Context: an optimization exercise on an open-source flow, tuned for small area, a short achievable clock period and few clock cycles per item. The choices shown serve that exercise and are no tape-out recipe. In this exercise RTL edits were held to simulation tests only and were not proved equivalent to the original. Power and IR drop assume default switching activity.

run a:
==> flow/design.v (excerpt) <==
module led_matrix_pwm_scanner #(
  parameter int COLUMNS  = lmps_pkg::COLUMNS_DEF,
  parameter int CHANNELS = lmps_pkg::CHANNELS_DEF
) (
  input  logic                              clk,
  input  logic                              rst,
  input  logic                              s_tvalid,
  output logic                              s_tready,
  input  logic [lmps_pkg::IN_DATA_W-1:0]    s_tdata,
  input  logic [lmps_pkg::OP_W-1:0]         s_tuser,
  output logic                              m_tvalid,
  input  logic                              m_tready,
  output logic [lmps_pkg::OUT_DATA_W-1:0]   m_tdata
);
==> module lmps_seq, before the edit <==
module lmps_seq (
  input  logic [4:0] code,
  input  logic [3:0] t,
  output logic       hit
);
  assign hit = (t == code[3:0]);
endmodule
==> module led_matrix_pwm_scanner, before the edit <==
module led_matrix_pwm_scanner #(
  parameter int COLUMNS  = lmps_pkg::COLUMNS_DEF,
  parameter int CHANNELS = lmps_pkg::CHANNELS_DEF
) (
  input  logic                              clk,
  input  logic                              rst,
  input  logic                              s_tvalid,
  output logic                              s_tready,
  input  logic [lmps_pkg::IN_DATA_W-1:0]    s_tdata,
  input  logic [lmps_pkg::OP_W-1:0]         s_tuser,
  output logic                              m_tvalid,
  input  logic                              m_tready,
  output logic [lmps_pkg::OUT_DATA_W-1:0]   m_tdata
);
  localparam int PIXELS = lmps_pkg::PIXELS_DEF;
  localparam int PW     = 15;
  localparam int RW     = lmps_pkg::DRIVE_W + 2;
  logic              in_rdy;
  logic              cmd_v;
  logic [1:0]        cmd_op;
  logic [2:0]        cmd_col;
  logic [2:0]        cmd_row;
  logic [PW-1:0]     cmd_pix;
  logic [PW-1:0]     in_pix;
  logic [3:0]        tick_pos;
  logic [COLUMNS-1:0] col_oh;
  logic [PIXELS*PW-1:0] snap;
  logic [PIXELS-1:0] snap_vld;
  logic [RW-1:0]     out_d;
  logic [CHANNELS-1:0] drv_q;
  logic              rdy_int;
  logic              sk_v;
  logic [1:0]        sk_act;
  logic              exec;
  logic              is_tick;
  logic              reload;
  logic              do_write;
  logic              do_clear;
  logic [PIXELS*PW-1:0] col_data;
  logic [PIXELS-1:0] col_vld;
  logic [CHANNELS-1:0] drive;
  logic [1:0]        action;
  logic              cmd_v_nx;
  logic              sk_v_nx;
  assign s_tready = in_rdy;
  assign m_tdata  = {7'b0000000, out_d};
  assign rdy_int  = !(cmd_v && sk_v);
  assign exec     = cmd_v && !sk_v;
  assign is_tick  = exec && (cmd_op == lmps_pkg::OP_TICK);
  assign reload   = is_tick && (tick_pos == lmps_pkg::TICK_LAST);
  assign do_write = exec && (cmd_op == lmps_pkg::OP_WRITE);
  assign do_clear = exec && (cmd_op == lmps_pkg::OP_CLEAR);
  lmps_enc u_enc_b (.s(s_tdata[21:14]), .code(in_pix[4:0]));
  lmps_enc u_enc_r (.s(s_tdata[13:6]),  .code(in_pix[9:5]));
  lmps_enc u_enc_g (.s(s_tdata[29:22]), .code(in_pix[14:10]));
  lmps_ram #(
    .COLUMNS (COLUMNS),
    .PIXELS  (PIXELS),
    .PW      (PW)
  ) u_frame (
    .clk    (clk),
    .rst    (rst),
    .we     (do_write),
    .wcol   (cmd_col),
    .wpix   (cmd_row),
    .wdata  (cmd_pix),
    .clr    (do_clear),
    .rsel   (col_oh),
    .rdata  (col_data),
    .rvalid (col_vld)
  );
  for (genvar k = 0; k < CHANNELS; k++) begin : g_drive
    logic [4:0] fc;
    logic       flip;
    assign fc = col_data[5*k +: 5];
    lmps_seq u_cmp (
      .code (snap[5*k +: 5]),
      .t    (tick_pos),
      .hit  (flip)
    );
    assign drive[k] = reload  ? (col_vld[k/3] && !fc[4] && (fc[3:0] != 4'd0)) :
                      is_tick ? (drv_q[k] ^ (snap_vld[k/3] && flip))
                              : drv_q[k];
  end
  assign action = !reload   ? lmps_pkg::ACT_NONE :
                  col_oh[COLUMNS-1] ? lmps_pkg::ACT_RESET : lmps_pkg::ACT_SHIFT;
  assign cmd_v_nx = rdy_int ? s_tvalid : (cmd_v && !exec);
  assign sk_v_nx  = (!m_tvalid || m_tready) ? 1'b0 : (sk_v || exec);
  always_ff @(posedge clk) begin
    if (rst) begin
      cmd_v  <= 1'b0;
      in_rdy <= 1'b1;
    end else begin
      cmd_v  <= cmd_v_nx;
      in_rdy <= !(cmd_v_nx && sk_v_nx);
    end
  end
  always_ff @(posedge clk) begin
    if (rdy_int) begin
      cmd_op  <= s_tuser;
      cmd_col <= s_tdata[2:0];
      cmd_row <= s_tdata[5:3];
      cmd_pix <= in_pix;
    end
  end
  always_ff @(posedge clk) begin
    if (rst) begin
      tick_pos <= '0;
      col_oh   <= COLUMNS'(1);
      snap_vld <= '0;
    end else if (is_tick) begin
      tick_pos <= reload ? 4'd1 : tick_pos + 4'd1;
      if (reload) begin
        col_oh   <= {col_oh[COLUMNS-2:0], col_oh[COLUMNS-1]};
        snap_vld <= col_vld;
      end
    end
  end
  always_ff @(posedge clk) begin
    if (reload) begin
      snap <= col_data;
    end
  end
  always_ff @(posedge clk) begin
    if (rst) begin
      m_tvalid <= 1'b0;
      sk_v     <= 1'b0;
    end else begin
      m_tvalid <= (m_tvalid && !m_tready) || sk_v || exec;
      sk_v     <= sk_v_nx;
    end
  end
  always_ff @(posedge clk) begin
    if (rst) begin
      drv_q <= '0;
    end else if (exec) begin
      drv_q <= drive;
    end
  end
  always_ff @(posedge clk) begin
    if (rst) begin
      out_d <= '0;
    end else if (!m_tvalid || m_tready) begin
      out_d <= {sk_v ? sk_act : action, drive};
    end
    if (exec) begin
      sk_act <= action;
    end
  end
endmodule
make LEC_CHECK=0 CAP_MARGIN=20 CORE_MARGIN=2 CORE_UTILIZATION=40 CTS_CLUSTER_DIAMETER=100 CTS_CLUSTER_SIZE=30 SETUP_SLACK_MARGIN=4.75 SLEW_MARGIN=20 TNS_END_PERCENT=0 finish   # period 7.0 ns
run.sh (not shown) runs the stock make flow with config.mk's settings and CLKGATE_MAP_FILE= SYNTH_SCRIPT=/design/flow/synth_recipe.tcl, a recipe that flattens the netlist after the stock synthesis.
Testbench counts of run a, summed over its fixed seeds: cycles 12,016, items 12,000.
Changes in run b relative to run a:
diff --git a/flow/design.v b/flow/design.v
--- a/flow/design.v
+++ b/flow/design.v
@@ -79,11 +79,22 @@
 endmodule
 module lmps_seq (
   input  logic [4:0] code,
   input  logic [3:0] t,
-  output logic       hit
-);
-  assign hit = (t == code[3:0]);
+  output logic       on_hold,
+  output logic       on_tick
+);
+  logic [3:0] w;
+  logic       lt;
+  logic       eq;
+  assign w  = code[3:0];
+  assign eq = (t == w);
+  assign lt = (!t[3] && w[3]) || ((t[3] == w[3]) &&
+              ((!t[2] && w[2]) || ((t[2] == w[2]) &&
+              ((!t[1] && w[1]) || ((t[1] == w[1]) &&
+              (!t[0] && w[0]))))));
+  assign on_tick = code[4] ^ lt;
+  assign on_hold = code[4] ^ (lt || eq);
 endmodule
 module led_matrix_pwm_scanner #(
   parameter int COLUMNS  = lmps_pkg::COLUMNS_DEF,
   parameter int CHANNELS = lmps_pkg::CHANNELS_DEF
@@ -112,9 +123,8 @@
   logic [COLUMNS-1:0] col_oh;
   logic [PIXELS*PW-1:0] snap;
   logic [PIXELS-1:0] snap_vld;
   logic [RW-1:0]     out_d;
-  logic [CHANNELS-1:0] drv_q;
   logic              rdy_int;
   logic              sk_v;
   logic [1:0]        sk_act;
   logic              exec;
@@ -156,18 +166,20 @@
     .rvalid (col_vld)
   );
   for (genvar k = 0; k < CHANNELS; k++) begin : g_drive
     logic [4:0] fc;
-    logic       flip;
+    logic       on_hold;
+    logic       on_tick;
     assign fc = col_data[5*k +: 5];
     lmps_seq u_cmp (
-      .code (snap[5*k +: 5]),
-      .t    (tick_pos),
-      .hit  (flip)
+      .code    (snap[5*k +: 5]),
+      .t       (tick_pos),
+      .on_hold (on_hold),
+      .on_tick (on_tick)
     );
     assign drive[k] = reload  ? (col_vld[k/3] && !fc[4] && (fc[3:0] != 4'd0)) :
-                      is_tick ? (drv_q[k] ^ (snap_vld[k/3] && flip))
-                              : drv_q[k];
+                      is_tick ? (snap_vld[k/3] && on_tick)
+                              : (snap_vld[k/3] && on_hold);
   end
   assign action = !reload   ? lmps_pkg::ACT_NONE :
                   col_oh[COLUMNS-1] ? lmps_pkg::ACT_RESET : lmps_pkg::ACT_SHIFT;
   assign cmd_v_nx = rdy_int ? s_tvalid : (cmd_v && !exec);
@@ -217,15 +229,8 @@
     end
   end
   always_ff @(posedge clk) begin
     if (rst) begin
-      drv_q <= '0;
-    end else if (exec) begin
-      drv_q <= drive;
-    end
-  end
-  always_ff @(posedge clk) begin
-    if (rst) begin
       out_d <= '0;
     end else if (!m_tvalid || m_tready) begin
       out_d <= {sk_v ? sk_act : action, drive};
     end
Notes after the runs:
Compared run b vs run a, and area share of buffers outside the clock network is down in run b. Clock network power consumption delta (run b -> run a): insignificant. In run b relative to run a, routed wire length had gone down slightly. Run b against run a: total power draw climbed about 0.6%; first-pass GRT wire length decreased about 1.3%.
Testbench counts of run b, summed over its fixed seeds: cycles 12,016, items 12,000.

port drivers added, routing unchanged:
The results above use ideal ports. As a check the final layouts listed here were re-extracted and re-timed, cells and wires unchanged.
Step 1 (the two cells are an assumption about what drives the block):
set clk [get_ports {clk}]
set_driving_cell -lib_cell sky130_fd_sc_hd__clkbuf_16 $clk
set_driving_cell -lib_cell sky130_fd_sc_hd__buf_2 [delete_from_list [all_inputs] $clk]
Step 2 adds t to the input delays and takes it off the output delays; t is the mean of the earliest and latest rising clock arrival at the registers after step 1. Input paths then give back, and output paths get back, about the clock's delay inside the block.
Three values: ideal ports, drivers, drivers and shift; two values: the first two.
run	t (ns)	setup slack, ns	clock arrival spread, ns	worst register clock-pin slew, ns	worst slew at a driven data input, ns
run a	0.689	4.464 / 4.402 / 3.968	0.018 / 0.019	0.11 / 0.11	0.04
run b	0.678	4.467 / 4.407 / 3.926	0.014 / 0.014	0.12 / 0.12	0.05
After both steps every run listed still meets setup and hold. For run b, which loses most, drivers alone change the setup slack by -0.060 ns; drivers and shift together by -0.541 ns.
